Source: an optimization exercise on an open RTL-to-GDS flow (aim: small area). Production flows keep margins and buffers that such runs may drop. The RTL was checked by simulation tests, not by an equivalence proof against the original design. Power and IR drop assume default switching activity.

==> design/flow/flow/run.sh <==
#!/bin/bash
# Own layout flow: the standard layout (standard.sh, unchanged synthesis)
# with the smallest buffer on the ports, a clock tree of clkbuf_8 without
# dummy loads, and synthesis's cells set to drive strength 1 after floorplan
# (flow/downsize.tcl); later repairs size up where needed.
# make's full output goes to flow_make.log; each tool's log is under orfs/logs.
set -euo pipefail
cd "$(dirname "$0")/.."
bash standard.sh \
  "BUFFER_PORTS_ARGS=-buffer_cell sky130_fd_sc_hd__buf_1" \
  "CTS_ARGS=-sink_clustering_enable -repair_clock_nets -dont_use_dummy_load -buf_list sky130_fd_sc_hd__clkbuf_8 -sink_clustering_size 20 -sink_clustering_max_diameter 50" \
  REMOVE_ABC_BUFFERS=1 \
  "POST_FLOORPLAN_TCL=$PWD/flow/downsize.tcl" \
  finish > flow_make.log 2>&1
==> design/flow/flow/downsize.tcl <==
# Hook run after floorplan (POST_FLOORPLAN_TCL): give every cell the drive
# strength _1 of its own cell family when that is smaller. Placement's
# repair_design and the later timing repairs size up again where slew,
# capacitance or timing need it. Registers keep their cell type.
set db [ord::get_db]
set block [ord::get_db_block]
set n 0
foreach inst [$block getInsts] {
  set master [$inst getMaster]
  set name [$master getName]
  if {![regexp {^(sky130_fd_sc_hd__[a-z0-9]+)_([0-9]+)$} $name -> base drive]} { continue }
  if {$drive <= 1} { continue }
  set small [$db findMaster ${base}_1]
  if {$small eq "NULL" || $small eq ""} { continue }
  set skip 0
  foreach pat $::env(DONT_USE_CELLS) {
    if {[string match $pat ${base}_1]} { set skip 1 }
  }
  if {$skip} { continue }
  if {[expr {[$small getWidth] * [$small getHeight]}] >= [expr {[$master getWidth] * [$master getHeight]}]} { continue }
  if {[$inst swapMaster $small]} { incr n }
}
puts "downsize.tcl: $n cells set to drive strength 1"
==> design/flow/standard.sh <==
#!/bin/bash
# synth_recipe.tcl (not shown) runs the flow's synth.tcl, then flattens the netlist and writes it again
# the make line also repeats each setting of config.mk as NAME=value (left out here)
make -C /OpenROAD-flow-scripts/flow DESIGN_CONFIG=/design/flow/config.mk WORK_HOME=/design/flow/orfs CLKGATE_MAP_FILE= SYNTH_SCRIPT=/design/flow/synth_recipe.tcl "${@:-finish}"
==> design/flow/config.mk <==
export PLATFORM = sky130hd
export DESIGN_NAME = arp_rx_cache
export DESIGN_NICKNAME = arp_rx_cache
export VERILOG_FILES = /design/flow/design.v
export SDC_FILE = /design/flow/constraint.sdc
export NUM_CORES = 4
export LEC_CHECK = 0
export CAP_MARGIN = 20
export CORE_MARGIN = 2
export CORE_UTILIZATION = 70
export SLEW_MARGIN = 20
==> design/flow/constraint.sdc <==
create_clock -name core_clock -period 8.0 [get_ports {clk}]
set_input_delay 1.6000 -clock core_clock [delete_from_list [all_inputs] [get_ports {clk}]]
set_output_delay 1.6000 -clock core_clock [all_outputs]
set_load 0.01 [all_outputs]
==> design/flow/design.v <==
package arp_rx_cache_pkg;
  localparam logic [1:0] ST_HDR    = 2'd0;
  localparam logic [1:0] ST_ARP    = 2'd1;
  localparam logic [1:0] ST_REPLAY = 2'd2;
  localparam logic [1:0] ST_PASS   = 2'd3;
endpackage
module arp_rx_cache_cache (
  input  logic        clk,
  input  logic        rst,
  input  logic        wr_en,        
  input  logic [31:0] wr_ip,        
  input  logic [47:0] wr_mac,
  input  logic        srch_clr,     
  input  logic        srch,         
  output logic        wr_hold,      
  input  logic        lookup_req,
  input  logic [31:0] lookup_ip,
  output logic        lookup_valid,
  output logic        lookup_hit,
  output logic [47:0] lookup_mac
);
  logic [31:0] rip  [8];
  logic [47:0] rmac [8];
  logic [7:0]  rv_r;
  logic [2:0]  ph_r, ptr_r, mslot_r, tgt_s, mpos_s;
  logic        match_r, pend_r, land_s, fwd_s, fwd_r;
  logic [7:0]  hit_s, hv_r;
  logic [47:0] hmac_s;
  assign tgt_s   = match_r ? mslot_r : ptr_r;
  assign land_s  = pend_r && (ph_r == tgt_s);
  assign wr_hold = wr_en || (pend_r && !land_s);
  assign mpos_s  = ph_r - 3'd1 - tgt_s;
  assign fwd_s   = pend_r && (wr_ip == lookup_ip);
  always_comb begin
    for (int p = 0; p < 8; p++) begin
      hit_s[p] = rv_r[p] && (rip[p] == lookup_ip) && !(pend_r && (mpos_s == 3'(p)));
    end
  end
  always_comb begin
    hmac_s = fwd_r ? wr_mac : 48'h0;
    for (int p = 0; p < 8; p++) begin
      if (hv_r[p]) begin
        hmac_s = hmac_s | rmac[p];
      end
    end
  end
  assign lookup_hit = (|hv_r) || fwd_r;
  assign lookup_mac = hmac_s;
  always_ff @(posedge clk) begin
    rip[0]  <= land_s ? wr_ip  : rip[7];
    rmac[0] <= land_s ? wr_mac : rmac[7];
    for (int p = 1; p < 8; p++) begin
      rip[p]  <= rip[p-1];
      rmac[p] <= rmac[p-1];
    end
    hv_r  <= {hit_s[6:0], hit_s[7] || (fwd_s && land_s)};
    fwd_r <= fwd_s && !land_s;
    if (srch_clr) begin
      match_r <= 1'b0;
    end else if (srch && rv_r[7] && (rip[7] == wr_ip)) begin
      match_r <= 1'b1;
      mslot_r <= ph_r;
    end
  end
  always_ff @(posedge clk or posedge rst) begin
    if (rst) begin
      rv_r         <= 8'h0;
      ph_r         <= 3'd0;
      ptr_r        <= 3'd0;
      pend_r       <= 1'b0;
      lookup_valid <= 1'b0;
    end else begin
      rv_r         <= {rv_r[6:0], land_s || rv_r[7]};
      ph_r         <= ph_r + 3'd1;
      pend_r       <= wr_hold;
      lookup_valid <= lookup_req;
      if (land_s && !match_r) begin
        ptr_r <= ptr_r + 3'd1;
      end
    end
  end
endmodule
module arp_rx_cache
#(
  parameter logic [47:0] local_mac   = 48'h00_0a_35_01_02_03,
  parameter logic [31:0] local_ip    = 32'h10_00_00_80,
  parameter int          CACHE_DEPTH = 8
) (
  input  logic        clk,
  input  logic        rst,
  input  logic        rx_fifo_tvalid,
  output logic        rx_fifo_tready,
  input  logic [7:0]  rx_fifo_tdata,
  input  logic        rx_fifo_tlast,
  input  logic        rx_fifo_tuser,
  output logic        dv_out,
  output logic [47:0] remote_mac,
  output logic [31:0] remote_ip,
  output logic        udp_tvalid,
  input  logic        udp_tready,
  output logic [7:0]  udp_tdata,
  output logic        udp_tlast,
  output logic        udp_tuser,
  input  logic        lookup_req,
  input  logic [31:0] lookup_ip,
  output logic        lookup_valid,
  output logic        lookup_hit,
  output logic [47:0] lookup_mac
);
  logic [1:0]  st_r;
  logic [5:0]  cnt_r;
  logic [7:0]  sr [18];
  logic        ok_r, req_r, commit_r;
  logic        is_hdr, is_arp, is_rep, is_pass;
  logic        rx_acc_s, arp_type_s, byte_ok_s, accept_s, hold_s, sh_lo_s, sh_hi_s;
  logic [31:0] spa_s;
  logic [47:0] sha_s;
  assign is_hdr  = (st_r == arp_rx_cache_pkg::ST_HDR);
  assign is_arp  = (st_r == arp_rx_cache_pkg::ST_ARP);
  assign is_rep  = (st_r == arp_rx_cache_pkg::ST_REPLAY);
  assign is_pass = (st_r == arp_rx_cache_pkg::ST_PASS);
  assign rx_fifo_tready = !rst && (is_hdr || is_arp || (is_pass && udp_tready));
  assign rx_acc_s       = rx_fifo_tvalid && rx_fifo_tready;
  assign udp_tvalid     = is_rep || (is_pass && rx_fifo_tvalid);
  assign udp_tdata      = is_pass ? rx_fifo_tdata : sr[13];
  assign udp_tlast      = is_pass && rx_fifo_tlast;
  assign udp_tuser      = is_pass && rx_fifo_tlast && rx_fifo_tuser;
  assign arp_type_s = (sr[0] == 8'h08) && (rx_fifo_tdata == 8'h06);
  always_comb begin
    case (cnt_r)
      6'd14, 6'd17, 6'd20: byte_ok_s = (rx_fifo_tdata == 8'h00);
      6'd15: byte_ok_s = (rx_fifo_tdata == 8'h01);
      6'd16: byte_ok_s = (rx_fifo_tdata == 8'h08);
      6'd18: byte_ok_s = (rx_fifo_tdata == 8'h06);
      6'd19: byte_ok_s = (rx_fifo_tdata == 8'h04);
      6'd21: byte_ok_s = (rx_fifo_tdata == 8'h01) || (rx_fifo_tdata == 8'h02);
      6'd38: byte_ok_s = (rx_fifo_tdata == local_ip[31:24]);
      6'd39: byte_ok_s = (rx_fifo_tdata == local_ip[23:16]);
      6'd40: byte_ok_s = (rx_fifo_tdata == local_ip[15:8]);
      6'd41: byte_ok_s = (rx_fifo_tdata == local_ip[7:0]);
      default: byte_ok_s = 1'b1;
    endcase
  end
  assign accept_s = rx_acc_s && is_arp && rx_fifo_tlast && !rx_fifo_tuser &&
                    (cnt_r >= 6'd41) && ok_r && byte_ok_s;
  assign spa_s      = {sr[11], sr[10], sr[9], sr[8]};
  assign sha_s      = {sr[17], sr[16], sr[15], sr[14], sr[13], sr[12]};
  assign remote_ip  = spa_s;
  assign remote_mac = sha_s;
  assign sh_lo_s = is_rep ? udp_tready : rx_acc_s;
  assign sh_hi_s = is_rep ? udp_tready :
                   is_arp ? (rx_acc_s && (cnt_r >= 6'd22) && (cnt_r <= 6'd31)) :
                   (rx_acc_s && !hold_s);
  always_ff @(posedge clk) begin
    if (sh_lo_s) begin
      sr[0] <= rx_fifo_tdata;
      for (int i = 1; i < 8; i++) sr[i] <= sr[i-1];
    end
    if (sh_hi_s) begin
      sr[8] <= is_arp ? rx_fifo_tdata : sr[7];
      for (int i = 9; i < 18; i++) sr[i] <= sr[i-1];
    end
    if (is_arp && rx_acc_s) begin
      ok_r <= ((cnt_r == 6'd14) || ok_r) && byte_ok_s;
      if (cnt_r == 6'd21) req_r <= (rx_fifo_tdata == 8'h01);
    end
  end
  always_ff @(posedge clk or posedge rst) begin
    if (rst) begin
      st_r     <= arp_rx_cache_pkg::ST_HDR;
      cnt_r    <= 6'd0;
      commit_r <= 1'b0;
      dv_out   <= 1'b0;
    end else begin
      commit_r <= accept_s;
      dv_out   <= accept_s && req_r;
      case (st_r)
        arp_rx_cache_pkg::ST_HDR: begin
          if (rx_acc_s) begin
            if (rx_fifo_tlast) begin
              cnt_r <= 6'd0;
            end else if (cnt_r == 6'd13) begin
              cnt_r <= arp_type_s ? 6'd14 : 6'd0;
              st_r  <= arp_type_s ? arp_rx_cache_pkg::ST_ARP : arp_rx_cache_pkg::ST_REPLAY;
            end else begin
              cnt_r <= cnt_r + 6'd1;
            end
          end
        end
        arp_rx_cache_pkg::ST_REPLAY: begin
          if (udp_tready) begin
            if (cnt_r == 6'd13) begin
              cnt_r <= 6'd0;
              st_r  <= arp_rx_cache_pkg::ST_PASS;
            end else begin
              cnt_r <= cnt_r + 6'd1;
            end
          end
        end
        arp_rx_cache_pkg::ST_ARP: begin
          if (rx_acc_s) begin
            if (rx_fifo_tlast) begin
              cnt_r <= 6'd0;
              st_r  <= arp_rx_cache_pkg::ST_HDR;
            end else if (cnt_r <= 6'd41) begin
              cnt_r <= cnt_r + 6'd1;
            end
          end
        end
        default: begin
          if (rx_acc_s && rx_fifo_tlast) begin
            st_r <= arp_rx_cache_pkg::ST_HDR;
          end
        end
      endcase
    end
  end
  arp_rx_cache_cache u_cache (
    .clk          (clk),
    .rst          (rst),
    .wr_en        (commit_r && (spa_s != 32'h0)),
    .wr_ip        (spa_s),
    .wr_mac       (sha_s),
    .srch_clr     (is_arp && (cnt_r < 6'd32)),
    .srch         (is_arp),
    .wr_hold      (hold_s),
    .lookup_req   (lookup_req),
    .lookup_ip    (lookup_ip),
    .lookup_valid (lookup_valid),
    .lookup_hit   (lookup_hit),
    .lookup_mac   (lookup_mac)
  );
endmodule
==> results of run 1 <==
==> worst max-delay path: cells and delay by family (launching register included) <==
kind	cells	cell delay, ps
simple gates	1	150
flops	1	660
buf+inv	2	750
compound gates	1	200
==> cell usage after synthesis, drive strengths merged (3+ instances only) <==
library cell  number
dfxtp            650
xnor2            169
xor2             155
edfxtp           149
mux2             100
clkbuf            76
nand3             67
nor4              53
nand4             51
a221oi            49
a222oi            49
a22oi             49
a22o              48
dfrtp             26
nor3              23
buf               20
inv               20
nor2              19
ha                14
nand2             13
o21ai             13
nand2b             8
a21oi              7
a31oi              6
nor2b              5
o211ai             5
mux2i              4
or3                4
a211oi             3
a311oi             3
and3               3
and4b              3
nand3b             3
o22ai              3
==> path summary, 6_finish.rpt <==
check	start	to	slack (ps)	cells after the start
hold / removal	u_cache.rip[0][11]$_DFF_P_	u_cache.rip[1][11]$_DFF_P_	330	0
hold reg to reg	u_cache.rip[0][11]$_DFF_P_	u_cache.rip[1][11]$_DFF_P_	330	0
setup / recovery	u_cache.hv_r[0]$_DFF_P_	lookup_mac[7]	3930	4
min in group asynchronous	rst	u_cache.rv_r[1]$_DFF_PP0_	1010	3
setup reg to reg	st_r[1]$_DFFE_PP0P_	sr[9][2]$_DFFE_PP_	4290	6
max in group asynchronous	rst	commit_r$_DFF_PP0_	6620	3
==> logic make-up after synthesis <==
| logic type | after synthesis | synth area share [%] |
|---|---|---|
| multiplexers | 104 | 5.23 |
| flip-flops | 825 | 67.6 |
| AND/OR/NAND/NOR | 266 | 5.69 |
| buffers and inverters | 116 | 2.09 |
| adder cells (fa/ha/maj) | 15 | 0.728 |
| XOR/XNOR | 324 | 10.7 |
| AO/OA/AOI/OAI | 255 | 7.98 |
==> cell usage in the layout (no fill, tap or decap), types with 4 or more instances in the layout <==
cell type / netlist / final
dfxtp_1: 650 / 641
buf_1: 7 / 189
xnor2_1: 167 / 169
xor2_1: 155 / 155
edfxtp_1: 149 / 149
mux2_1: 12 / 72
nand3_1: 67 / 67
nor4_1: 52 / 53
clkbuf_8: 0 / 53
nand4_1: 51 / 51
a22oi_1: 49 / 49
a222oi_1: 49 / 49
a221oi_1: 49 / 49
a22o_1: 48 / 48
mux2_2: 28 / 28
dfrtp_1: 26 / 26
nor3_1: 22 / 22
inv_1: 20 / 20
nor2_1: 19 / 19
ha_1: 14 / 14
buf_4: 0 / 14
nand2_1: 13 / 12
o21ai_0: 11 / 10
dfxtp_2: 0 / 9
nand2b_1: 8 / 8
a21oi_1: 7 / 7
a31oi_1: 6 / 6
nor2b_1: 5 / 5
o211ai_1: 5 / 5
mux2i_1: 3 / 4
or3_1: 4 / 4
==> layout make-up <==
type / instances / area (um2) / share of cell area (%)
repair buffers: 203 / 815 / 2.88
multi-input cells: 964 / 7850 / 27.8
clock buffers: 53 / 729 / 2.58
well taps: 511 / 639 / 2.26
flip-flops and latches: 825 / 18100 / 64.2
inverters: 20 / 75.1 / 0.266
==> power by group through the flow <==
stage	registers (mW)	clock network, mW	logic (mW)
finish	4.89	1.78	0.846
global route	4.92	1.94	0.914
CTS	4.89	1.81	0.840
detailed placement	4.98	0	0.835
global placement	4.97	0	0.830
floorplan	4.95	0	0.463
==> per-stage QoR <==
step	worst slack [ps]	cell area [um2]	hold WS (ps)	power (mW)
after floorplan	-355	26300	330	5.41
after global placement	3840	27500	331	5.80
after detailed placement	3800	27500	336	5.81
after CTS	3950	28300	303	7.53
after global routing	3850	28300	325	7.78
final	3930	28300	325	7.52
==> flip-flops by register name, summed over array words and instances (netlist names), 2 cells and up <==
register         cells
u_cache.mslot_r      3
u_cache.hv_r         8
st_r                 2
u_cache.rmac       384
u_cache.rip        256
sr                 144
u_cache.ph_r         3
cnt_r                6
u_cache.rv_r         8
u_cache.ptr_r        3
==> per-layer routing <==
metal | GRT usage (%) | vias up
li1 | - | 7218
met1 | 47.4 | 7877
met2 | 52.1 | 740
met3 | 6.27 | 100
met4 | 7.96 | 0
met5 | 0 | -
==> results.txt, run 1 <==
status=finished clean; die area=39900 um2; Starting Density=71.2%; Num CTS Buffers=53; root buffer cell=clkbuf_8; Comb pwr share=11.3%; Global Route Usage Sum=between 30% and 40%; clk sinks=825; Layout Cells excl Fill=2576; CP max stage delay=around 660 ps; vias in the first global route=15400; RSZ-0062 raised after global routing=false; fin crit share=between 50% and 60%; crit path capture type=primary output; Antenna diodes=0; Rel. slew slack=32.1%; drc violations=0; EDFF count, synth=roughly 150; internal power=5.48 mW; Util after Layout=75.0%; Sw Share=27.2%; worst hold path class=reg2reg; met3 wire length=about 5.6 mm; final WL=65.6 mm; Vias=15900; antenna-violating nets left=0; synth top area cells=dfxtp_1 49%, edfxtp_1 17%, xnor2_1 5.5%; skew final=86.1 ps; Core Box Area=37700 um2; Yosys top cell area share=48.5%; final setup fails=0; Post-CTS Setup Bufs=0; Reg power frac=65.0%; Syn Inst Count=1905; clock latency at the later pin of the worst-skew pair=between 600 and 700 ps; TNS Setup=0 ps; warning count from the yosys run=5; largest net degree at the start of global routing=65; I/O pin cnt=190; initial drt markers=1694; Final Max Slew Viols=0; uppermost layer routed=met4; Worst Max-Slew Pin Slew=about 1000 ps; Worst EP arrival=2470 ps; cts repair resizes=0; initial antenna violation count=0; sequential area share after synthesis=around two thirds; Critical Path Slowest Stage Cell=dfxtp_2; leakage power=between 10 and 15 nW; Clk pin slew, worst setup/hold paths=120 ps; clk buf depth=3; Yosys top cell by area=dfxtp_1; async set or reset register ratio after synthesis=3.15%; critical-path cell list=buf_4, a222oi_1, nand3_1, buf_1; hold-fix buffers at CTS=0; met1 wire length=28.4 mm; CTS tree=done; Final HPWL DP=44.4 mm; Max VDD drop=0.177 mV; Worst Path Required=6400 ps; Netlist cell types=72; grt total ovfl=0; syn avg cell area=between 10 and 15 um2; final critical-path required period=4070 ps; MaxCap Viol Count=0; Net count, final=2129; Placer Congestion=about 0.92; Startpoint Class=register; FP Rows=slightly above 70; first-pass GRT wire length=about 97 mm; Vias/cell=just over 6; flops & latches, synth=825; share of cells above drive strength 1=between 5 and 6%; Area Overhead vs Synth=5.33%; main flop type after synthesis=dfxtp_1; final-layout fill cell count=2528; Placed Cells=2523; 1st-pass router iterations=6; number of buffers added on ports=189; H-tree levels=2; die width=200 um; Final Hold Fails=0; FMAX=0.245 GHz; Crit Path Class=reg2out; crit-path max FO=32; DR WL met2=30.3 mm; Clk network pwr share=about a quarter; DIE HEIGHT=200 um; drt wl/cell=25.5 um; Post-Syn Area=approximately 27000 um2; Psw=2.04 mW; pwr/cell area=266 nW/um2
==> run 2: changes to the inputs <==
==> design/flow/flow/run.sh (replaced) <==
#!/bin/bash
# Own layout flow: the standard layout (standard.sh, unchanged synthesis)
# with the smallest buffer on the ports, a clock tree of clkbuf_16 without
# dummy loads, and synthesis's cells set to drive strength 1 after floorplan
# (flow/downsize.tcl); later repairs size up where needed.
# make's full output goes to flow_make.log; each tool's log is under orfs/logs.
set -euo pipefail
cd "$(dirname "$0")/.."
bash standard.sh \
  "BUFFER_PORTS_ARGS=-buffer_cell sky130_fd_sc_hd__buf_1" \
  "CTS_ARGS=-sink_clustering_enable -repair_clock_nets -dont_use_dummy_load -buf_list sky130_fd_sc_hd__clkbuf_16 -sink_clustering_size 32 -sink_clustering_max_diameter 80" \
  REMOVE_ABC_BUFFERS=1 \
  "POST_FLOORPLAN_TCL=$PWD/flow/downsize.tcl" \
  finish > flow_make.log 2>&1
--- a/design/flow/config.mk
+++ b/design/flow/config.mk
@@ -8,4 +8,4 @@
 export CAP_MARGIN = 20
 export CORE_MARGIN = 2
-export CORE_UTILIZATION = 70
+export CORE_UTILIZATION = 40
 export SLEW_MARGIN = 20
==> run 2 against run 1 <==
Compared with the run above: register-to-register slack better by 70 ps; sequential power is essentially flat; synthesized cell count did not move; count of clock-buffer cells in the layout is 15 lower; maximum frequency is 3.5% higher; cell count is 13% higher; cell area up 2.4%; clock power grew 17%; flip-flop and latch count is the same; critical path type is now in2out; largest power group unchanged.
==> results.txt, run 2 <==
status=finished clean; leakage power=10.6 nW (+0.87%); RSZ-0062 raised after global routing=false; FP Rows=94 (+32%); Startpoint Class=primary input; Regs by FF count=u_cache.rmac: 384 flops, u_cache.rip: 256 flops, sr: 144 flops; hold-fix buffers at CTS=0 (unchanged); Yosys top cell by area=dfxtp_1; initial drt markers=1599 (-5.6%); final setup fails=0 (unchanged); syn avg cell area=14.1 um2 (unchanged); drc violations=0 (unchanged); final WL=73.4 mm (+12%); sequential area share after synthesis=67.6% (unchanged); most flop-heavy register=u_cache.rmac; Area Overhead vs Synth=7.85%; Core Box Area=66100 um2 (+75%); flops & latches, synth=825 (unchanged); commonest non-fill, non-tap cell in the layout=dfxtp_1; first-pass GRT wire length=108 mm (+12%); pwr/cell area=272 nW/um2 (+2.3%); Final HPWL DP=49.0 mm (+10%); drt wl/cell=25.2 um (-1.2%); MaxCap Viol Count=0 (unchanged); die width=263 um (+32%); fin crit share=49.2% (-1.7 points); EDFF count, synth=149 (unchanged); H-tree levels=2 (unchanged); initial antenna violation count=2 (+2); Setup WS pre-CTS=3930 ps (+125 ps); Net count, final=2115 (-0.66%); CP max stage delay=320 ps (-340 ps); clock latency at the later pin of the worst-skew pair=590 ps (-100 ps); Syn Inst Count=1905 (unchanged); commonest cells after routing, fill and taps aside=641 x dfxtp_1, 189 x buf_1, 169 x xnor2_1; Critical Path Slowest Stage Cell=buf_1; Final Max Slew Viols=0 (unchanged); FMAX=0.254 GHz (+3.5%); synth top area cells=dfxtp_1 49%, edfxtp_1 17%, xnor2_1 5.5%; fin worst setup slack=4070 ps (+140 ps); Final Hold Fails=0 (unchanged); root buffer cell=clkbuf_16; Vias/cell=5.48 (-11%); crit path capture type=primary output; TNS Setup=0 ps (unchanged); worst hold path class=reg2reg; number of buffers added on ports=189 (unchanged); Crit Path Class=in2out; Post-CTS Setup Bufs=0 (unchanged); Vias=16000 (+0.23%); I/O pin cnt=190 (unchanged); share of cells above drive strength 1=4.58% (-0.65 points); max reg flops=384 (unchanged); largest net degree at the start of global routing=66 (+1.5%); Worst Path Required=6400 ps (about the same); Tot Pwr=7.87 mW (+4.7%); Placer Congestion=0.916 (-0.47%); crit-path max FO=6 (-81%); final critical-path required period=3930 ps (-140 ps); most common cell in the netlist=dfxtp_1; Yosys top cell area share=48.5% (unchanged); async set or reset register ratio after synthesis=3.15% (unchanged); cts repair resizes=0 (unchanged); antenna-violating nets left=0 (unchanged); Worst Max-Slew Pin Slew=1030 ps (+9.66 ps); DIE HEIGHT=263 um (+32%); Rel. slew slack=31.5% (-0.64 points); 1st-pass router iterations=5 (-1); main flop type after synthesis=dfxtp_1; Post-Syn Area=26800 um2 (unchanged); clk sinks=825 (unchanged); clk buf depth=3 (unchanged); CTS tree=done; die area=69200 um2 (+73%); most used cell, CP=buf_1; Num CTS Buffers=38 (-28%); Starting Density=40.6% (-31 points); most frequent cells after synthesis=650 x dfxtp_1, 167 x xnor2_1, 155 x xor2_1; Util after Layout=43.8% (-31 points); Clk pin slew, worst setup/hold paths=110 ps (about the same); Max VDD drop=0.158 mV (-11%); warning count from the yosys run=5 (unchanged); critical-path cell list=buf_1, mux2_2, buf_1; Worst EP arrival=2330 ps (-140 ps); vias in the first global route=16100 (+4.4%); skew final=73.0 ps (-13.1 ps); Netlist cell types=72 (unchanged); Global Route Usage Sum=20.6% (-12 points); grt total ovfl=0 (unchanged)
run 2: path summary, 6_finish.rpt:
kind,from,end,slack (ps),cells after the start
worst max-delay path,rx_fifo_tdata[1],udp_tdata[1],4070,3
worst min-delay path,u_cache.rip[2][1]$_DFF_P_,u_cache.rip[3][1]$_DFF_P_,290,0
worst max register to register,u_cache.match_r$_SDFFE_PP0P_,sr[17][2]$_DFFE_PP_,4360,7
worst min register to register,u_cache.rip[2][1]$_DFF_P_,u_cache.rip[3][1]$_DFF_P_,290,0
max in group asynchronous,rst,st_r[1]$_DFFE_PP0P_,6530,3
min in group asynchronous,rst,u_cache.lookup_valid$_DFF_PP0_,900,2
run 2: cell type report:
cell class	instances	area, um2
fillers	6088	37200
flip-flops and latches	825	18200
diodes	1	2.50
repair buffers	204	822
inverters	20	75.1
multi-input cells	964	7850
clock buffers	38	951
well taps	864	1080
run 2: cell families after synthesis:
kind of cell	synth area share, %
flops	67.6
compound gates	7.98
fa+ha+maj	0.728
mux	5.23
buf+inv	2.09
xor+xnor	10.7
simple gates	5.69
run 2: stage by stage:
step | cell area (um2) | hold WS (ps) | instances
after floorplan | 26300 | 330 | 1809
after global routing | 28900 | 300 | 2916
after detailed placement | 28000 | 337 | 2877
after global placement | 28000 | 331 | 2877
final | 28900 | 293 | 2916
after CTS | 28900 | 297 | 2915
run 2: report_power, final:
group	internal, mW	leakage [nW]	total [mW]	switching [mW]
Combinational	0.287	3.14	0.873	0.586
Sequential	4.60	6.97	4.91	0.313
Clock	0.856	0.468	2.09	1.23
Total	5.74	10.6	7.87	2.13
run 2: per-layer routing:
metal / GRT usage, % / wire, um / vias to the layer above
li1: - / - / 7197
met4: 5.81 / 1680 / 2
met3: 3.85 / 4770 / 86
met5: 0 / 13 / -
met1: 28.8 / 33300 / 8097
met2: 32.8 / 33600 / 590
run 2: critical path: cells and delay by family:
family / cells / cell delay, ps
multiplexers: 1 / 240
buffers and inverters: 2 / 490
==> run 3: changes to the inputs <==
--- a/design/flow/design.v
+++ b/design/flow/design.v
@@ -24,5 +24,6 @@
   logic [7:0]  rv_r;
   logic [2:0]  ph_r, ptr_r, mslot_r, tgt_s, mpos_s;
-  logic        match_r, pend_r, land_s, fwd_s, fwd_r;
+  logic        match_r, pend_r, land_s, fwd_s, fwd_r, cmp_eq_s;
+  logic [31:0] cmp_ip_s;
   logic [7:0]  hit_s, hv_r;
   logic [47:0] hmac_s;
@@ -31,5 +32,7 @@
   assign wr_hold = wr_en || (pend_r && !land_s);
   assign mpos_s  = ph_r - 3'd1 - tgt_s;
-  assign fwd_s   = pend_r && (wr_ip == lookup_ip);
+  assign cmp_ip_s = srch ? rip[7] : lookup_ip;
+  assign cmp_eq_s = (wr_ip == cmp_ip_s);
+  assign fwd_s    = pend_r && cmp_eq_s;
   always_comb begin
     for (int p = 0; p < 8; p++) begin
@@ -58,5 +61,5 @@
     if (srch_clr) begin
       match_r <= 1'b0;
-    end else if (srch && rv_r[7] && (rip[7] == wr_ip)) begin
+    end else if (srch && rv_r[7] && cmp_eq_s) begin
       match_r <= 1'b1;
       mslot_r <= ph_r;
==> design/flow/flow/run.sh (replaced) <==
#!/bin/bash
# Own layout flow: the standard layout (standard.sh, unchanged synthesis)
# with the smallest buffer on the ports, a clock tree of clkbuf_8 without
# dummy loads, and synthesis's cells set to drive strength 1 after floorplan
# (flow/downsize.tcl); later repairs size up where needed.
# make's full output goes to flow_make.log; each tool's log is under orfs/logs.
set -euo pipefail
cd "$(dirname "$0")/.."
bash standard.sh \
  "BUFFER_PORTS_ARGS=-buffer_cell sky130_fd_sc_hd__buf_1" \
  "CTS_ARGS=-sink_clustering_enable -repair_clock_nets -dont_use_dummy_load -buf_list sky130_fd_sc_hd__clkbuf_8 -sink_clustering_size 16 -sink_clustering_max_diameter 60" \
  REMOVE_ABC_BUFFERS=1 \
  "POST_FLOORPLAN_TCL=$PWD/flow/downsize.tcl" \
  finish > flow_make.log 2>&1
--- a/design/flow/config.mk
+++ b/design/flow/config.mk
@@ -8,4 +8,4 @@
 export CAP_MARGIN = 20
 export CORE_MARGIN = 2
-export CORE_UTILIZATION = 40
+export CORE_UTILIZATION = 55
 export SLEW_MARGIN = 20
==> run 3 against run 2 <==
Compared with the run above: total power is 1.7% lower; maximum frequency is 9.9% lower; non-clock buffer count grew 1; largest power group unchanged.
==> results.txt, run 3 <==
hold-fix buffers at CTS=0 (unchanged); share of cells above drive strength 1=9.12% (+4.5 points); Netlist cell types=66 (-8.3%); Rel. slew slack=25.6% (-5.9 points); CP max stage delay=830 ps (+510 ps); drc violations=0 (unchanged); Clk pin slew, worst setup/hold paths=100 ps (about the same); Yosys top cell area share=49.3% (+0.76 points); synth top area cells=dfxtp_1 49%, edfxtp_1 17%, xnor2_1 5.5%; commonest non-fill, non-tap cell in the layout=dfxtp_1; most used cell, CP=nor4_1; Worst EP arrival=4680 ps (+2350 ps); Vias=15700 (-1.5%); drt wl/cell=26.0 um (+3.4%); Global Route Usage Sum=27.6% (+7.0 points); Crit. path cell count=8 (+5); H-tree levels=2 (unchanged); most frequent cells after synthesis=650 x dfxtp_1, 165 x xnor2_1, 149 x edfxtp_1; FP Rows=80 (-15%); RSZ-0062 raised after global routing=false; first-pass GRT wire length=102 mm (-5.4%); Clk network pwr share=24.3% (-2.3 points); syn avg cell area=13.9 um2 (-1.3%); EDFF count, synth=149 (unchanged); Regs by FF count=u_cache.rmac: 384 flops, u_cache.rip: 256 flops, sr: 144 flops; Antenna diodes=0 (-1); most flop-heavy register=u_cache.rmac; Vias/cell=5.88 (+7.3%); FMAX=0.229 GHz (-9.9%); Core Box Area=47500 um2 (-28%); Post-CTS Setup Bufs=0 (unchanged); initial antenna violation count=0 (-2); number of buffers added on ports=189 (unchanged); Sw Share=27.9% (+0.80 points); 1st-pass router iterations=6 (+1); hold_ws=291 ps (-2.80 ps); root buffer cell=clkbuf_8; Post-Syn Area=26400 um2 (-1.5%); largest net degree at the start of global routing=65 (-1.5%); most common cell in the netlist=dfxtp_1; MaxCap Viol Count=0 (unchanged); die area=49800 um2 (-28%); clk buf depth=3 (unchanged); flops & latches, synth=825 (unchanged); Final Max Slew Viols=0 (unchanged); Yosys top cell by area=dfxtp_1; Psw=2.16 mW (+1.2%); Crit Path Class=reg2reg; status=finished clean; Reg power frac=63.1% (+0.8 points); Final HPWL DP=46.6 mm (-4.9%); final critical-path required period=4370 ps (+435 ps); Net count, final=2126 (+0.52%); critical-path cell list=inv_1, ha_2, buf_4, mux2i_1, xnor2_1, nor4_1, nand4_1, nor4_1; crit-path max FO=30 (+24); internal power=5.58 mW (-2.8%); crit path capture type=register; initial drt markers=1447 (-9.5%); Starting Density=55.6% (+15 points); async set or reset register ratio after synthesis=3.15% (unchanged); CP Buf/Inv Count=2 (unchanged); Num CTS Buffers=59 (+55%); Finished Cell Area=28400 um2 (-1.8%); grt total ovfl=0 (unchanged); Final Hold Fails=0 (unchanged); R2R depth=8 (+1); warning count from the yosys run=5 (unchanged); Worst Max-Slew Pin Slew=1110 ps (+77.9 ps); Post-DP Area=27600 um2 (-1.3%); Max VDD drop=0.209 mV (+33%); Syn Inst Count=1900 (-0.26%); clock latency at the later pin of the worst-skew pair=720 ps (+130 ps); final WL=69.7 mm (-5.1%); final-layout fill cell count=3851 (-37%); sequential area share after synthesis=68.7% (+1.1 points); DIE HEIGHT=223 um (-15%); die width=223 um (-15%); Placer Congestion=0.960 (+4.8%); CTS tree=done; Worst Path Required=8310 ps (+1910 ps); antenna-violating nets left=0 (unchanged); Comb pwr share=12.5% (+1.4 points); cts repair resizes=0 (unchanged); worst hold path class=reg2reg; CP delay by family, top=simple AND/OR/NAND/NOR gates; Critical Path Slowest Stage Cell=ha_2; Startpoint Class=register; vias in the first global route=15700 (-2.8%); clk sinks=825 (unchanged); max reg flops=384 (unchanged); pwr/cell area=272 nW/um2 (about the same); commonest cells after routing, fill and taps aside=641 x dfxtp_1, 189 x buf_1, 165 x xnor2_1; main flop type after synthesis=dfxtp_1; leakage power=10.5 nW (-0.87%); final setup fails=0 (unchanged); Hold Crit Depth=0 (unchanged); skew final=90.8 ps (+17.9 ps); Area Overhead vs Synth=7.60%; fin crit share=54.6% (+5.4 points); I/O pin cnt=190 (unchanged)
run 3: cell types whose count changed in the layout (fill, tap and decap cells not counted), moves of 5 or more:
cell and delta:
a31oi_1 -5, a21oi_1 +5, nand3_1 -6, clkbuf_8 +59, xor2_1 -25, mux2_1 -72
nand2_1 +9, mux2i_1 +33, clkbuf_16 -38, inv_1 -5, nand4_1 -7, mux2_2 +69
run 3: logic make-up after synthesis:
group | after synthesis | synth area share, %
simple gates | 265 | 5.67
compound gates | 248 | 7.83
flops | 825 | 68.7
mux | 134 | 5.54
fa+ha+maj | 15 | 0.739
buf+inv | 118 | 1.79
xor+xnor | 295 | 9.78
run 3: through the flow:
step                TNS (ps)  total power, mW  std cells  setup WS, ps  util (%)
global route               0             8.04       2677          3450      59.8
global placement           0             5.95       2618          3680      58.1
detailed placement         0             5.96       2618          3630      58.1
finish                     0             7.74       2677          3630      59.8
floorplan             -51950             5.46       1798          -649         -
CTS                        0             7.80       2677          3690      59.8
run 3: final cells by class:
type                       instances  area (um2)  area share (%)
sequential                       825       18100            63.9
multi-input combinational        957        7800            27.5
timing repair buffer             205         830            2.92
clock buffer                      59         812            2.86
tap                              615         769            2.71
inverter                          16        60.1           0.211
run 3: worst reg2reg max path, stage by stage (launching register included):
cell and delay [ps]:
dfrtp_1 420, inv_1 110, ha_2 830, buf_4 570, mux2i_1 290, xnor2_1 100, nor4_1 670, nand4_1 370
nor4_1 650
run 3: power groups by stage:
stage / Combinational [mW] / Clock (mW) / Sequential (mW)
global placement: 0.965 / 0 / 4.98
global route: 1.05 / 2.07 / 4.92
CTS: 0.975 / 1.94 / 4.89
floorplan: 0.555 / 0 / 4.91
finish: 0.971 / 1.88 / 4.89
detailed placement: 0.968 / 0 / 4.99
run 3: path summary, 6_finish.rpt:
check                                            start                            to  slack (ps)
min reg2reg                u_cache.rmac[1][14]$_DFF_P_   u_cache.rmac[2][14]$_DFF_P_         290
max reg2reg                        st_r[1]$_DFFE_PP0P_  u_cache.mslot_r[0]$_DFFE_PP_        3630
max in group asynchronous                          rst          cnt_r[5]$_DFFE_PP0P_        6550
min                        u_cache.rmac[1][14]$_DFF_P_   u_cache.rmac[2][14]$_DFF_P_         290
min in group asynchronous                          rst  u_cache.ptr_r[0]$_DFFE_PP0P_         970
max                                st_r[1]$_DFFE_PP0P_  u_cache.mslot_r[0]$_DFFE_PP_        3630
run 3: layer usage:
| metal | track usage (%) | up-vias | part of all wire (%) |
|---|---|---|---|
| li1 | - | 7181 | - |
| met3 | 4.56 | 110 | 5.7 |
| met1 | 38.5 | 7933 | 45 |
| met5 | 0 | - | 0 |
| met2 | 44.8 | 506 | 47 |
| met4 | 7.88 | 0 | 2.5 |
==> run 4: changes to the inputs <==
--- a/design/flow/config.mk
+++ b/design/flow/config.mk
@@ -8,4 +8,4 @@
 export CAP_MARGIN = 20
 export CORE_MARGIN = 2
-export CORE_UTILIZATION = 55
+export CORE_UTILIZATION = 80
 export SLEW_MARGIN = 20
==> run 4 against run 3 <==
Compared with the run above: still clean on timing, DRC and antenna; non-clock buffer count fell by 1; synthesized area unchanged; core utilization grew 27 points; maximum frequency up 6.4%; count of clock-buffer cells in the layout decreased by 1; critical path type unchanged.
==> results.txt, run 4 <==
Final Max Slew Viols=0 (unchanged); Final HPWL DP=46.9 mm (+0.52%); main flop type after synthesis=dfxtp_1; fin crit share=51.3% (-3.3 points); clk sinks=825 (unchanged); commonest non-fill, non-tap cell in the layout=dfxtp_1; Max VDD drop=0.349 mV (+67%); async set or reset register ratio after synthesis=3.15% (unchanged); FMAX=0.244 GHz (+6.4%); first-pass GRT wire length=103 mm (+0.53%); Syn Inst Count=1900 (unchanged); final WL=70.3 mm (+0.89%); Placer Congestion=0.974 (+1.4%); I/O pin cnt=190 (unchanged); antenna-violating nets left=0 (unchanged); Startpoint Class=register; Final Hold Fails=0 (unchanged); leakage power=10.5 nW (-0.12%); Area Overhead vs Synth=6.70%; H-tree levels=2 (unchanged); share of cells above drive strength 1=9.03% (-0.088 points); Starting Density=81.2% (+26 points); Net count, final=2124 (-0.094%); vias in the first global route=16600 (+5.8%); initial antenna violation count=1 (+1); Core Box Area=32500 um2 (-32%); Worst EP arrival=4350 ps (-330 ps); Worst Path Required=8240 ps (-70 ps); cts repair resizes=0 (unchanged); flops & latches, synth=825 (unchanged); CTS tree=done; warning count from the yosys run=5 (unchanged); most frequent cells after synthesis=650 x dfxtp_1, 165 x xnor2_1, 149 x edfxtp_1; clock latency at the later pin of the worst-skew pair=670 ps (-50 ps); final-layout fill cell count=1510 (-61%); most common cell in the netlist=dfxtp_1; die area=34500 um2 (-31%); crit-path max FO=33 (+10%); area occupied by multi-input gates=7800 um2 (unchanged); most used cell, CP=nor4_1; most flop-heavy register=u_cache.rmac; Vias/cell=6.76 (+15%); Tot Pwr=7.73 mW (about the same); CP Buf/Inv Count=2 (unchanged); worst hold path class=reg2reg; clk buf depth=3 (unchanged); Layout Cells excl Fill=2502 (-6.5%); Yosys top cell by area=dfxtp_1; Post-CTS Setup Bufs=0 (unchanged); MaxCap Viol Count=0 (unchanged); Post-Syn Area=26400 um2 (unchanged); hold-fix buffers at CTS=0 (unchanged); final critical-path required period=4110 ps (-262 ps); Regs by FF count=u_cache.rmac: 384 flops, u_cache.rip: 256 flops, sr: 144 flops; max reg flops=384 (unchanged); grt total ovfl=0 (unchanged); drt wl/cell=28.1 um (+7.9%); Vias=16900 (+7.6%); Clk pin slew, worst setup/hold paths=110 ps (about the same); critical-path cell list=inv_1, ha_2, buf_4, mux2i_1, xnor2_1, nor4_1, nand4_1, nor4_1; largest net degree at the start of global routing=74 (+14%); Yosys top cell area share=49.3% (unchanged); commonest cells after routing, fill and taps aside=641 x dfxtp_1, 189 x buf_1, 165 x xnor2_1; syn avg cell area=13.9 um2 (unchanged); pwr/cell area=274 nW/um2 (+0.77%); Critical Path Slowest Stage Cell=buf_4; synth top area cells=dfxtp_1 49%, edfxtp_1 17%, xnor2_1 5.5%; FP Rows=66 (-18%); CP max stage delay=630 ps (-200 ps); Global Route Usage Sum=40.5% (+13 points); EDFF count, synth=149 (unchanged); Antenna diodes=0 (unchanged); CP delay by family, top=simple AND/OR/NAND/NOR gates; skew final=78.8 ps (-12.0 ps); Reg area=18100 um2 (unchanged); crit path capture type=register; number of buffers added on ports=189 (unchanged); Rel. slew slack=23.5% (-2.1 points); RSZ-0062 raised after global routing=false; 1st-pass router iterations=9 (+3); hold_ws=281 ps (-9.45 ps); Netlist cell types=66 (unchanged); Crit Path Class=reg2reg; final setup fails=0 (unchanged); Num CTS Buffers=58 (-1.7%); root buffer cell=clkbuf_8; status=finished clean; die width=186 um (-17%); sequential area share after synthesis=68.7% (unchanged); initial drt markers=2185 (+51%); Worst Max-Slew Pin Slew=1150 ps (+42.1 ps); Placed Cells=2444 (-6.6%); drc violations=0 (unchanged); DIE HEIGHT=186 um (-17%)
## run 4: cell counts after synthesis
Identical to the previous run, type by type.
## run 4: per-stage QoR
stage	utilization [%]	setup slack, ps	TNS [ps]	instance area (um2)
6_report	86.6	3890	0	28200
5_1_grt	86.6	3750	0	28200
4_1_cts	86.6	3990	0	28200
3_5_place_dp	84.2	3720	0	27400
2_1_floorplan	-	-649	-51950	26000
3_3_place_gp	84.2	3810	0	27400
## run 4: power breakdown
group          leakage, nW  switching, mW  internal (mW)
Sequential            6.97          0.307           4.58
Combinational         3.08          0.652          0.337
Clock                0.417           1.21          0.648
Total                 10.5           2.16           5.57
## run 4: final cells by class
| class | count | share of cell area (%) |
|---|---|---|
| sequential | 825 | 64.4 |
| tap | 442 | 1.96 |
| multi-input combinational | 957 | 27.7 |
| inverter | 16 | 0.213 |
| timing repair buffer | 204 | 2.92 |
| clock buffer | 58 | 2.83 |
## run 4: cells by family after synthesis
kind of cell	after synthesis	share of synthesized area [%]
compound gates	248	7.83
xor+xnor	295	9.78
simple gates	265	5.67
buf+inv	118	1.79
flops	825	68.7
mux	134	5.54
fa+ha+maj	15	0.739
## run 4: worst paths after layout
kind / startpoint / slack, ps / cells after the start / endpoint
min in group asynchronous: rst / 1030 / 2 / u_cache.ptr_r[2]$_DFFE_PP0P_
setup reg to reg: st_r[1]$_DFFE_PP0P_ / 3890 / 8 / u_cache.mslot_r[0]$_DFFE_PP_
setup / recovery: st_r[1]$_DFFE_PP0P_ / 3890 / 8 / u_cache.mslot_r[0]$_DFFE_PP_
hold / removal: u_cache.rip[0][14]$_DFF_P_ / 280 / 0 / u_cache.rip[1][14]$_DFF_P_
max in group asynchronous: rst / 6530 / 2 / u_cache.rv_r[6]$_DFF_PP0_
hold reg to reg: u_cache.rip[0][14]$_DFF_P_ / 280 / 0 / u_cache.rip[1][14]$_DFF_P_
## run 4: worst register-to-register path: cells and delay by family (launching register included)
| kind | cells | cell delay, ps |
|---|---|---|
| buffers and inverters | 2 | 770 |
| XOR/XNOR | 1 | 90 |
| adder cells (fa/ha/maj) | 1 | 530 |
| AND/OR/NAND/NOR | 3 | 1600 |
| multiplexers | 1 | 330 |
| flip-flops | 1 | 440 |
## run 4: metal layers
layer	wire length (um)	global-route usage [%]	part of all wire (%)
met1	26900	54.6	38
met2	33700	66.6	48
met3	6780	7.12	9.6
met4	2910	14.9	4.1
met5	0	0	0
==> run 5: changes to the inputs <==
--- a/design/flow/config.mk
+++ b/design/flow/config.mk
@@ -8,4 +8,4 @@
 export CAP_MARGIN = 20
 export CORE_MARGIN = 2
-export CORE_UTILIZATION = 80
+export CORE_UTILIZATION = 70
 export SLEW_MARGIN = 20
==> run 5 against run 4 <==
Compared with the run above: still clean on timing, DRC and antenna; via count is 5.3% lower; wire length is 7.3% lower; non-clock buffer count is 1 lower; cell count is 2.7% higher; critical endpoint is now u_cache.mslot_r[1]$_DFFE_PP_; highest routed layer unchanged.
==> results.txt, run 5 <==
async set or reset register ratio after synthesis=3.15% (unchanged); Layout Cells excl Fill=2570 (+2.7%); commonest cells after routing, fill and taps aside=641 x dfxtp_1, 189 x buf_1, 165 x xnor2_1; hold-fix buffers at CTS=0 (unchanged); 1st-pass router iterations=6 (-3); Comb pwr share=12.4% (-0.4 points); Starting Density=70.6% (-11 points); Reg area=18100 um2 (unchanged); R2R depth=8 (unchanged); crit-path max FO=28 (-15%); leakage power=10.5 nW (-0.11%); Post-CTS Setup Bufs=0 (unchanged); RSZ-0062 raised after global routing=false; die area=39300 um2 (+14%); vias in the first global route=15500 (-6.6%); sequential area share after synthesis=68.7% (unchanged); RR Endpoint=u_cache.mslot_r[1]$_DFFE_PP_; Final Hold Fails=0 (unchanged); skew final=70.3 ps (-8.52 ps); Yosys top cell area share=49.3% (unchanged); FP Rows=71 (+7.6%); final setup fails=0 (unchanged); Worst Hold Launch=u_cache.rmac[2][0]$_DFF_P_; final WL=65.2 mm (-7.3%); Sw Share=27.6% (-0.41 points); Clk network pwr share=24.0% (about the same); pwr/cell area=272 nW/um2 (-1.0%); syn avg cell area=13.9 um2 (unchanged); H-tree levels=2 (unchanged); Max VDD drop=0.257 mV (-26%); most frequent cells after synthesis=650 x dfxtp_1, 165 x xnor2_1, 149 x edfxtp_1; Crit Path Class=reg2reg; Core Box Area=37400 um2 (+15%); Worst EP arrival=4490 ps (+140 ps); final critical-path required period=4210 ps (+107 ps); Hold Crit Depth=0 (unchanged); MaxCap Viol Count=0 (unchanged); Reg power frac=63.7% (+0.5 points); share of cells above drive strength 1=8.94% (-0.088 points); cts repair resizes=0 (unchanged); worst reg2reg setup slack=3790 ps (-110 ps); clk sinks=825 (unchanged); commonest non-fill, non-tap cell in the layout=dfxtp_1; Global Route Usage Sum=33.1% (-7.5 points); clk buf depth=3 (unchanged); CTS tree=done; grt total ovfl=0 (unchanged); status=finished clean; Worst Path Required=8270 ps (+30 ps); Startpoint Class=register; worst hold path class=reg2reg; flops & latches, synth=825 (unchanged); Post-Syn Area=26400 um2 (unchanged); die width=198 um (+6.8%); Clk pin slew, worst setup/hold paths=100 ps (about the same); internal power=5.56 mW (-0.24%); Net count, final=2122 (-0.094%); reg2reg start=st_r[1]$_DFFE_PP0P_; largest net degree at the start of global routing=71 (-4.1%); I/O pin cnt=190 (unchanged); Psw=2.12 mW (-2.3%); Util after Layout=75.5% (-11 points); Rel. slew slack=32.0% (+8.5 points); Netlist cell types=66 (unchanged); Final HPWL DP=43.6 mm (-6.9%); warning count from the yosys run=5 (unchanged); Finished Cell Area=28300 um2 (+0.24%); main flop type after synthesis=dfxtp_1; worst hold endpoint=u_cache.rmac[3][0]$_DFF_P_; synth top area cells=dfxtp_1 49%, edfxtp_1 17%, xnor2_1 5.5%; most common cell in the netlist=dfxtp_1; Final Max Slew Viols=0 (unchanged); hold_ws=297 ps (+16.0 ps); Post-DP Area=27500 um2 (+0.31%); Tot Pwr=7.67 mW (-0.81%); DIE HEIGHT=198 um (+6.8%); Regs by FF count=u_cache.rmac: 384 flops, u_cache.rip: 256 flops, sr: 144 flops; Num CTS Buffers=57 (-1.7%); final-layout fill cell count=2473 (+64%); fin crit share=52.7% (+1.3 points); drt wl/cell=25.4 um (-9.7%); drc violations=0 (unchanged); crit path capture type=register; Placed Cells=2512 (+2.8%); FMAX=0.237 GHz (-2.5%); initial antenna violation count=1 (unchanged); EDFF count, synth=149 (unchanged); root buffer cell=clkbuf_8; antenna-violating nets left=0 (unchanged); first-pass GRT wire length=95.8 mm (-6.7%); initial drt markers=1720 (-21%); Area Overhead vs Synth=6.96%; Worst Max-Slew Pin Slew=1020 ps (-127 ps); Placer Congestion=1.04 (+6.6%); Yosys top cell by area=dfxtp_1; Syn Inst Count=1900 (unchanged); Vias/cell=6.24 (-7.8%); most flop-heavy register=u_cache.rmac; Vias=16000 (-5.3%); number of buffers added on ports=189 (unchanged); max reg flops=384 (unchanged); area occupied by multi-input gates=7800 um2 (unchanged); Worst Setup SP=st_r[1]$_DFFE_PP0P_; clock latency at the later pin of the worst-skew pair=700 ps (+30 ps)
[run 5: final cells by class]
class	instances	area share [%]
inverters	16	0.213
flip-flops and latches	825	64.2
multi-input cells	957	27.6
diodes	1	0.00886
well taps	511	2.26
clock buffers	57	2.78
repair buffers	203	2.88
[run 5: power by group through the flow]
stage / logic (mW) / registers [mW] / clock network [mW]
2_1_floorplan: 0.555 / 4.91 / 0
3_3_place_gp: 0.929 / 4.97 / 0
3_5_place_dp: 0.943 / 4.97 / 0
4_1_cts: 0.949 / 4.88 / 1.86
5_1_grt: 1.02 / 4.90 / 2.01
6_report: 0.949 / 4.88 / 1.84
[run 5: worst max-delay path by stage]
stage                     depth (start not counted)  slack (ps)                           end
final                                             8        3790  u_cache.mslot_r[1]$_DFFE_PP_
after global routing                              8        3550  u_cache.mslot_r[1]$_DFFE_PP_
after floorplan                                   6        -650           sr[10][0]$_DFFE_PP_
after CTS                                         8        3820  u_cache.mslot_r[1]$_DFFE_PP_
after global placement                            6        3740  u_cache.mslot_r[0]$_DFFE_PP_
after detailed placement                          6        3640  u_cache.mslot_r[0]$_DFFE_PP_
[run 5: kinds of logic after synthesis]
group	share of synthesized area [%]
simple gates	5.67
buf+inv	1.79
xor+xnor	9.78
flops	68.7
mux	5.54
compound gates	7.83
fa+ha+maj	0.739
[run 5: routing by layer]
| metal | global-route usage, % | share of wire [%] |
|---|---|---|
| met1 | 47.5 | 43 |
| met2 | 51.9 | 46 |
| met3 | 4.84 | 7.3 |
| met4 | 11.1 | 3.1 |
| met5 | 0 | 0 |
[run 5: worst max-delay path, stage by stage, from the launching register on]
cell and delay (ps):
dfrtp_1 420, inv_1 110, ha_2 730, buf_4 520, mux2i_1 270, xnor2_1 90, nor4_1 700, nand4_1 320
nor4_1 650
[run 5: stage by stage]
step / setup TNS, ps / worst slack, ps
6_report: 0 / 3790
5_1_grt: 0 / 3550
4_1_cts: 0 / 3820
3_5_place_dp: 0 / 3640
3_3_place_gp: 0 / 3740
2_1_floorplan: -51950 / -649
==> run 6: changes to the inputs <==
--- a/design/flow/flow/run.sh
+++ b/design/flow/flow/run.sh
@@ -9,5 +9,5 @@
 bash standard.sh \
   "BUFFER_PORTS_ARGS=-buffer_cell sky130_fd_sc_hd__buf_1" \
-  "CTS_ARGS=-sink_clustering_enable -repair_clock_nets -dont_use_dummy_load -buf_list sky130_fd_sc_hd__clkbuf_8 -sink_clustering_size 16 -sink_clustering_max_diameter 60" \
+  "CTS_ARGS=-sink_clustering_enable -repair_clock_nets -dont_use_dummy_load -buf_list sky130_fd_sc_hd__clkbuf_8 -sink_clustering_size 20 -sink_clustering_max_diameter 60" \
   REMOVE_ABC_BUFFERS=1 \
   "POST_FLOORPLAN_TCL=$PWD/flow/downsize.tcl" \
--- a/design/flow/config.mk
+++ b/design/flow/config.mk
@@ -9,3 +9,5 @@
 export CORE_MARGIN = 2
 export CORE_UTILIZATION = 70
+export GPL_ROUTABILITY_DRIVEN = 0
+export GPL_TIMING_DRIVEN = 0
 export SLEW_MARGIN = 20
==> run 6 against run 5 <==
Compared with the run above: still clean on timing, DRC and antenna; sequential share of layout area shrank 0.32 points; flip-flop and latch count is the same; clock power shrank 7%; clock skew shrank 19 ps; critical endpoint is now udp_tdata[0]; largest power group unchanged; highest routed layer unchanged.
==> results.txt, run 6 <==
commonest non-fill, non-tap cell in the layout=dfxtp_1; EDFF count, synth=149 (unchanged); Comb pwr share=13.9% (+1.5 points); Hold Crit Depth=0 (unchanged); most common cell in the netlist=dfxtp_1; Syn Inst Count=1900 (unchanged); clock latency at the later pin of the worst-skew pair=680 ps (-20 ps); Placed Cells=2512 (unchanged); main flop type after synthesis=dfxtp_1; Tot Pwr=7.63 mW (-0.58%); largest net degree at the start of global routing=65 (-8.5%); fin crit share=50.6% (-2.1 points); drc violations=0 (unchanged); clk sinks=825 (unchanged); FMAX=0.247 GHz (+4.2%); Starting Density=70.6% (unchanged); root buffer cell=clkbuf_8; crit path capture type=primary output; syn avg cell area=13.9 um2 (unchanged); Crit Path Class=in2out; H-tree levels=2 (unchanged); hold-fix buffers at CTS=0 (unchanged); Worst Max-Slew Pin Slew=889 ps (-131 ps); most flop-heavy register=u_cache.rmac; pwr/cell area=268 nW/um2 (-1.2%); MaxCap Viol Count=0 (unchanged); Final Max Slew Viols=0 (unchanged); Critical Path Slowest Stage Cell=buf_1; crit-path max FO=10 (-64%); final critical-path required period=4040 ps (-168 ps); Worst Path Required=6400 ps (-1870 ps); die width=198 um (unchanged); number of buffers added on ports=189 (unchanged); sequential area share after synthesis=68.7% (unchanged); Startpoint Class=primary input; Post-Syn Area=26400 um2 (unchanged); Layout Cells excl Fill=2560 (-0.39%); FP Rows=71 (unchanged); Num CTS Buffers=48 (-16%); critical-path cell list=buf_1, mux2_2, buf_1; Sw Share=27.5% (-0.035 points); Final HPWL DP=43.8 mm (+0.34%); async set or reset register ratio after synthesis=3.15% (unchanged); Antenna diodes=0 (-1); Util after Layout=76.0% (+0.47 points); flops & latches, synth=825 (unchanged); Net count, final=2113 (-0.42%); Clk pin slew, worst setup/hold paths=110 ps (about the same); most frequent cells after synthesis=650 x dfxtp_1, 165 x xnor2_1, 149 x edfxtp_1; CP max stage delay=430 ps (-300 ps); vias in the first global route=15500 (-0.14%); R2R depth=8 (unchanged); DIE HEIGHT=198 um (unchanged); Max VDD drop=0.299 mV (+16%); 1st-pass router iterations=6 (unchanged); commonest cells after routing, fill and taps aside=641 x dfxtp_1, 189 x buf_1, 165 x xnor2_1; Final Hold Fails=0 (unchanged); TNS Setup=0 ps (unchanged); most used cell, CP=buf_1; max reg flops=384 (unchanged); hold_ws=335 ps (+37.7 ps); I/O pin cnt=190 (unchanged); antenna-violating nets left=0 (unchanged); Clk network pwr share=22.5% (-1.5 points); worst hold path class=reg2reg; Yosys top cell area share=49.3% (unchanged); Vias=15800 (-1.3%); first-pass GRT wire length=95.8 mm (about the same); initial antenna violation count=2 (+1); Rel. slew slack=40.7% (+8.7 points); synth top area cells=dfxtp_1 49%, edfxtp_1 17%, xnor2_1 5.5%; clk buf depth=3 (unchanged); CTS tree=done; die area=39300 um2 (unchanged); drt wl/cell=25.2 um (-0.61%); final WL=64.5 mm (-0.99%); status=finished clean; Regs by FF count=u_cache.rmac: 384 flops, u_cache.rip: 256 flops, sr: 144 flops; Reg power frac=63.6% (about the same); initial drt markers=1515 (-12%); Yosys top cell by area=dfxtp_1; Vias/cell=6.18 (-0.87%); share of cells above drive strength 1=8.54% (-0.40 points); Core Box Area=37400 um2 (unchanged); cts repair resizes=0 (unchanged); Psw=2.10 mW (-0.70%); Post-CTS Setup Bufs=0 (unchanged); RSZ-0062 raised after global routing=false; leakage power=10.5 nW (+0.27%); Worst EP arrival=2440 ps (-2050 ps); grt total ovfl=0 (unchanged); skew final=51.0 ps (-19.3 ps); Netlist cell types=66 (unchanged); internal power=5.53 mW (-0.53%); Global Route Usage Sum=32.9% (-0.17 points); warning count from the yosys run=5 (unchanged); Area Overhead vs Synth=7.63%; final setup fails=0 (unchanged)
## run 6: path summary, 6_finish.rpt
path	start	endpoint	slack [ps]
max in group asynchronous	rst	cnt_r[1]$_DFFE_PP0P_	6560
max reg2reg	st_r[1]$_DFFE_PP0P_	u_cache.mslot_r[1]$_DFFE_PP_	4590
min reg2reg	u_cache.rmac[5][14]$_DFF_P_	u_cache.rmac[6][14]$_DFF_P_	330
max	rx_fifo_tdata[0]	udp_tdata[0]	3960
min in group asynchronous	rst	u_cache.rv_r[6]$_DFF_PP0_	1020
min	u_cache.rmac[5][14]$_DFF_P_	u_cache.rmac[6][14]$_DFF_P_	330
## run 6: routing by layer
layer | GRT usage [%] | share of wire (%)
met1 | 46.6 | 44
met2 | 52.4 | 47
met3 | 6.05 | 7.1
met4 | 8.99 | 2.7
met5 | 0 | 0
## run 6: per-stage QoR
stage | area [um2] | setup slack (ps)
finish | 28400 | 3960
global route | 28400 | 3910
CTS | 28400 | 3930
detailed placement | 27800 | 3790
global placement | 27300 | -5480
floorplan | 26000 | -649
## run 6: critical path, delay by kind of cell
kind / cells / cell delay [ps]
muxes: 1 / 260
buffers and inverters: 2 / 580
## run 6: cells by family (layout without fill, tap and decap cells)
group | after synthesis | count (layout) | share of synthesized area [%]
flops | 825 | 825 | 68.7
xor+xnor | 295 | 295 | 9.78
simple gates | 265 | 265 | 5.67
compound gates | 248 | 248 | 7.83
mux | 134 | 134 | 5.54
buf+inv | 118 | 267 | 1.79
fa+ha+maj | 15 | 15 | 0.739
## run 6: final cells by class
| class | instances | area (um2) |
|---|---|---|
| multi-input combinational | 957 | 7820 |
| timing repair buffer | 203 | 1080 |
| fill | 2423 | 8970 |
| tap | 511 | 639 |
| inverter | 16 | 60.1 |
| clock buffer | 48 | 661 |
| sequential | 825 | 18200 |
## run 6: power by group through the flow
stage | Clock, mW | Combinational (mW) | Sequential, mW
CTS | 1.74 | 1.05 | 4.85
global route | 1.88 | 1.13 | 4.87
finish | 1.72 | 1.06 | 4.85
global placement | 0 | 0.944 | 5.00
floorplan | 0 | 0.555 | 4.91
detailed placement | 0 | 1.05 | 4.94
==> run 7: changes to the inputs <==
--- a/design/flow/config.mk
+++ b/design/flow/config.mk
@@ -9,5 +9,3 @@
 export CORE_MARGIN = 2
 export CORE_UTILIZATION = 70
-export GPL_ROUTABILITY_DRIVEN = 0
-export GPL_TIMING_DRIVEN = 0
 export SLEW_MARGIN = 20
==> run 7 against run 6 <==
Compared with the run above: still clean; die area unchanged; register-to-register slack got worse by 800 ps; clock power about the same; sequential power increased by 0.8%; highest routed layer is now met5.
==> results.txt, run 7 <==
status=finished clean; Global Route Usage Sum=32.9% (+0.047 points); Area Overhead vs Synth=6.49%; Post-Syn Area=26400 um2 (unchanged); Rel. slew slack=30.6% (-10 points); Yosys top cell by area=dfxtp_1; Yosys top cell area share=49.3% (unchanged); MaxCap Viol Count=0 (unchanged); drc violations=0 (unchanged); Max VDD drop=0.254 mV (-15%); clock latency at the later pin of the worst-skew pair=650 ps (-30 ps); warning count from the yosys run=5 (unchanged); Crit Path Class=reg2reg; CTS tree=done; Startpoint Class=register; initial antenna violation count=3 (+1); Vias=15900 (+0.65%); Net count, final=2113 (unchanged); area occupied by multi-input gates=7800 um2 (-0.19%); pwr/cell area=268 nW/um2 (about the same); commonest cells after routing, fill and taps aside=641 x dfxtp_1, 189 x buf_1, 165 x xnor2_1; skew final=53.7 ps (+2.71 ps); Regs by FF count=u_cache.rmac: 384 flops, u_cache.rip: 256 flops, sr: 144 flops; I/O pin cnt=190 (unchanged); Placer Congestion=1.04; max reg flops=384 (unchanged); Util after Layout=75.2% (-0.80 points); Vias/cell=6.22 (+0.61%); hold-fix buffers at CTS=0 (unchanged); first-pass GRT wire length=95.3 mm (-0.53%); most common cell in the netlist=dfxtp_1; initial drt markers=1780 (+17%); Clk pin slew, worst setup/hold paths=110 ps (about the same); most frequent cells after synthesis=650 x dfxtp_1, 165 x xnor2_1, 149 x edfxtp_1; synth top area cells=dfxtp_1 49%, edfxtp_1 17%, xnor2_1 5.5%; Syn Inst Count=1900 (unchanged); flops & latches, synth=825 (unchanged); worst hold path class=reg2reg; commonest non-fill, non-tap cell in the layout=dfxtp_1; TNS Setup=0 ps (unchanged); fin crit share=52.7% (+2.1 points); Final Max Slew Viols=0 (unchanged); final setup fails=0 (unchanged); final WL=64.9 mm (+0.54%); RSZ-0062 raised after global routing=false; largest net degree at the start of global routing=71 (+9.2%); Final Hold Fails=0 (unchanged); Post-DP Area=27500 um2 (-1.1%); EDFF count, synth=149 (unchanged); H-tree levels=2 (unchanged); crit path capture type=register; FP Rows=71 (unchanged); Num CTS Buffers=48 (unchanged); cts repair resizes=0 (unchanged); Core Box Area=37400 um2 (unchanged); final critical-path required period=4210 ps (+169 ps); Post-CTS Setup Bufs=0 (unchanged); clk sinks=825 (unchanged); Worst EP arrival=4510 ps (+2070 ps); sequential area share after synthesis=68.7% (unchanged); Worst Max-Slew Pin Slew=1040 ps (+151 ps); root buffer cell=clkbuf_8; die area=39300 um2 (unchanged); Netlist cell types=66 (unchanged); antenna-violating nets left=0 (unchanged); leakage power=10.4 nW (-0.89%); async set or reset register ratio after synthesis=3.15% (unchanged); main flop type after synthesis=dfxtp_1; most flop-heavy register=u_cache.rmac; Finished Cell Area=28100 um2 (-1.1%); grt total ovfl=0 (unchanged); crit-path max FO=28 (+18); Reg area=18100 um2 (-0.12%); die width=198 um (unchanged); syn avg cell area=13.9 um2 (unchanged); DIE HEIGHT=198 um (unchanged); Worst Path Required=8300 ps (+1900 ps); number of buffers added on ports=189 (unchanged); final-layout fill cell count=2495 (+3.0%); FMAX=0.237 GHz (-4.0%); Final HPWL DP=43.6 mm (-0.34%); clk buf depth=3 (unchanged); Placed Cells=2512 (unchanged); 1st-pass router iterations=6 (unchanged); vias in the first global route=15400 (-0.64%); Layout Cells excl Fill=2561 (+0.039%); hold_ws=306 ps (-29.1 ps); Starting Density=70.6% (unchanged); drt wl/cell=25.3 um (+0.50%); share of cells above drive strength 1=8.54% (unchanged)
## run 7: changes by cell type in the layout (fill, tap and decap cells not counted), sizes merged
cell	change
diode	+1
## run 7: cells by family (layout without fill, tap and decap cells)
logic type | after synthesis | count (layout) | synth area share (%)
fa+ha+maj | 15 | 15 | 0.739
simple gates | 265 | 265 | 5.67
other cells | 0 | 1 | 0
compound gates | 248 | 248 | 7.83
buf+inv | 118 | 267 | 1.79
flops | 825 | 825 | 68.7
mux | 134 | 134 | 5.54
xor+xnor | 295 | 295 | 9.78
## run 7: worst paths after layout
| path | startpoint | to | slack (ps) | cells past startpoint |
|---|---|---|---|---|
| hold reg to reg | u_cache.rmac[2][8]$_DFF_P_ | u_cache.rmac[3][8]$_DFF_P_ | 310 | 0 |
| hold / removal | u_cache.rmac[2][8]$_DFF_P_ | u_cache.rmac[3][8]$_DFF_P_ | 310 | 0 |
| setup / recovery | st_r[1]$_DFFE_PP0P_ | u_cache.mslot_r[0]$_DFFE_PP_ | 3790 | 8 |
| setup reg to reg | st_r[1]$_DFFE_PP0P_ | u_cache.mslot_r[0]$_DFFE_PP_ | 3790 | 8 |
| min in group asynchronous | rst | cnt_r[2]$_DFFE_PP0P_ | 1020 | 2 |
| max in group asynchronous | rst | u_cache.ph_r[0]$_DFF_PP0_ | 6590 | 2 |
## run 7: layer usage
layer / vias up / track usage (%) / wire [um]
met5: - / 0 / 13
met4: 2 / 11.3 / 2220
met3: 128 / 5.83 / 5090
met2: 729 / 51.3 / 29500
met1: 7905 / 46.9 / 28000
li1: 7166 / - / -
## run 7: power breakdown
part           total [mW]  internal, mW  switching, mW
registers            4.89          4.58          0.303
clock network        1.71         0.543           1.17
logic               0.952         0.336          0.616
## run 7: stage by stage
stage	power, mW	setup slack [ps]
floorplan	5.46	-649
global placement	5.90	3740
detailed placement	5.92	3640
CTS	7.57	3820
global route	7.81	3550
finish	7.55	3790
## run 7: final cells by class
class | instances | area share [%]
Antenna cell | 1 | 0.00890
Inverter | 16 | 0.214
Tap cell | 511 | 2.27
Timing Repair Buffer | 203 | 2.90
Multi-Input combinational cell | 957 | 27.7
Sequential cell | 825 | 64.5
Clock buffer | 48 | 2.35
## run 7: critical path, cell delays in order (launching register included)
cell and delay, ps:
dfrtp_1 430, inv_1 110, ha_2 740, buf_4 530
mux2i_1 270, xnor2_1 90, nor4_1 690, nand4_1 320
nor4_1 650

static timing again, ports no longer ideal:
How much do the figures lean on ideal ports? The routed layouts below were timed once more, with nothing changed but the port constraints.
Step 1: set_driving_cell puts a clkbuf_16 on clk and a buf_2 on each other input, an assumption about the parent block.
Step 2 moves the port delays by t, midway between the first and last clock arrival at a register: inputs arrive t later, outputs are due t later. That takes back most of the time a late clock gives input paths.
a / b / c = ideal ports / drivers / drivers and shift; a / b = the first two.
run	shift t [ns]	setup slack, ns	worst setup path after step 2	worst register clock-pin slew, ns	pins driven straight from the clock port
run 1	0.706	3.927 / 3.872 / 3.784	input to register	0.12 / 0.12	1
run 2	0.629	4.066 / 4.004 / 3.931	input to register	0.12 / 0.12	1
run 3	0.731	3.631 / 3.631 / 3.557	input to register	0.10 / 0.10	1
run 4	0.657	3.894 / 3.894 / 3.650	input to register	0.11 / 0.11	1
run 5	0.715	3.787 / 3.787 / 3.560	input to register	0.11 / 0.11	1
run 6	0.706	3.955 / 3.932 / 3.724	input to register	0.12 / 0.12	1
run 7	0.690	3.786 / 3.786 / 3.587	input to register	0.12 / 0.12	1
After both steps every run listed still meets setup and hold. The setup slack of run 4, which loses most, moves by 0.000 ns with the drivers and by -0.244 ns with both steps.
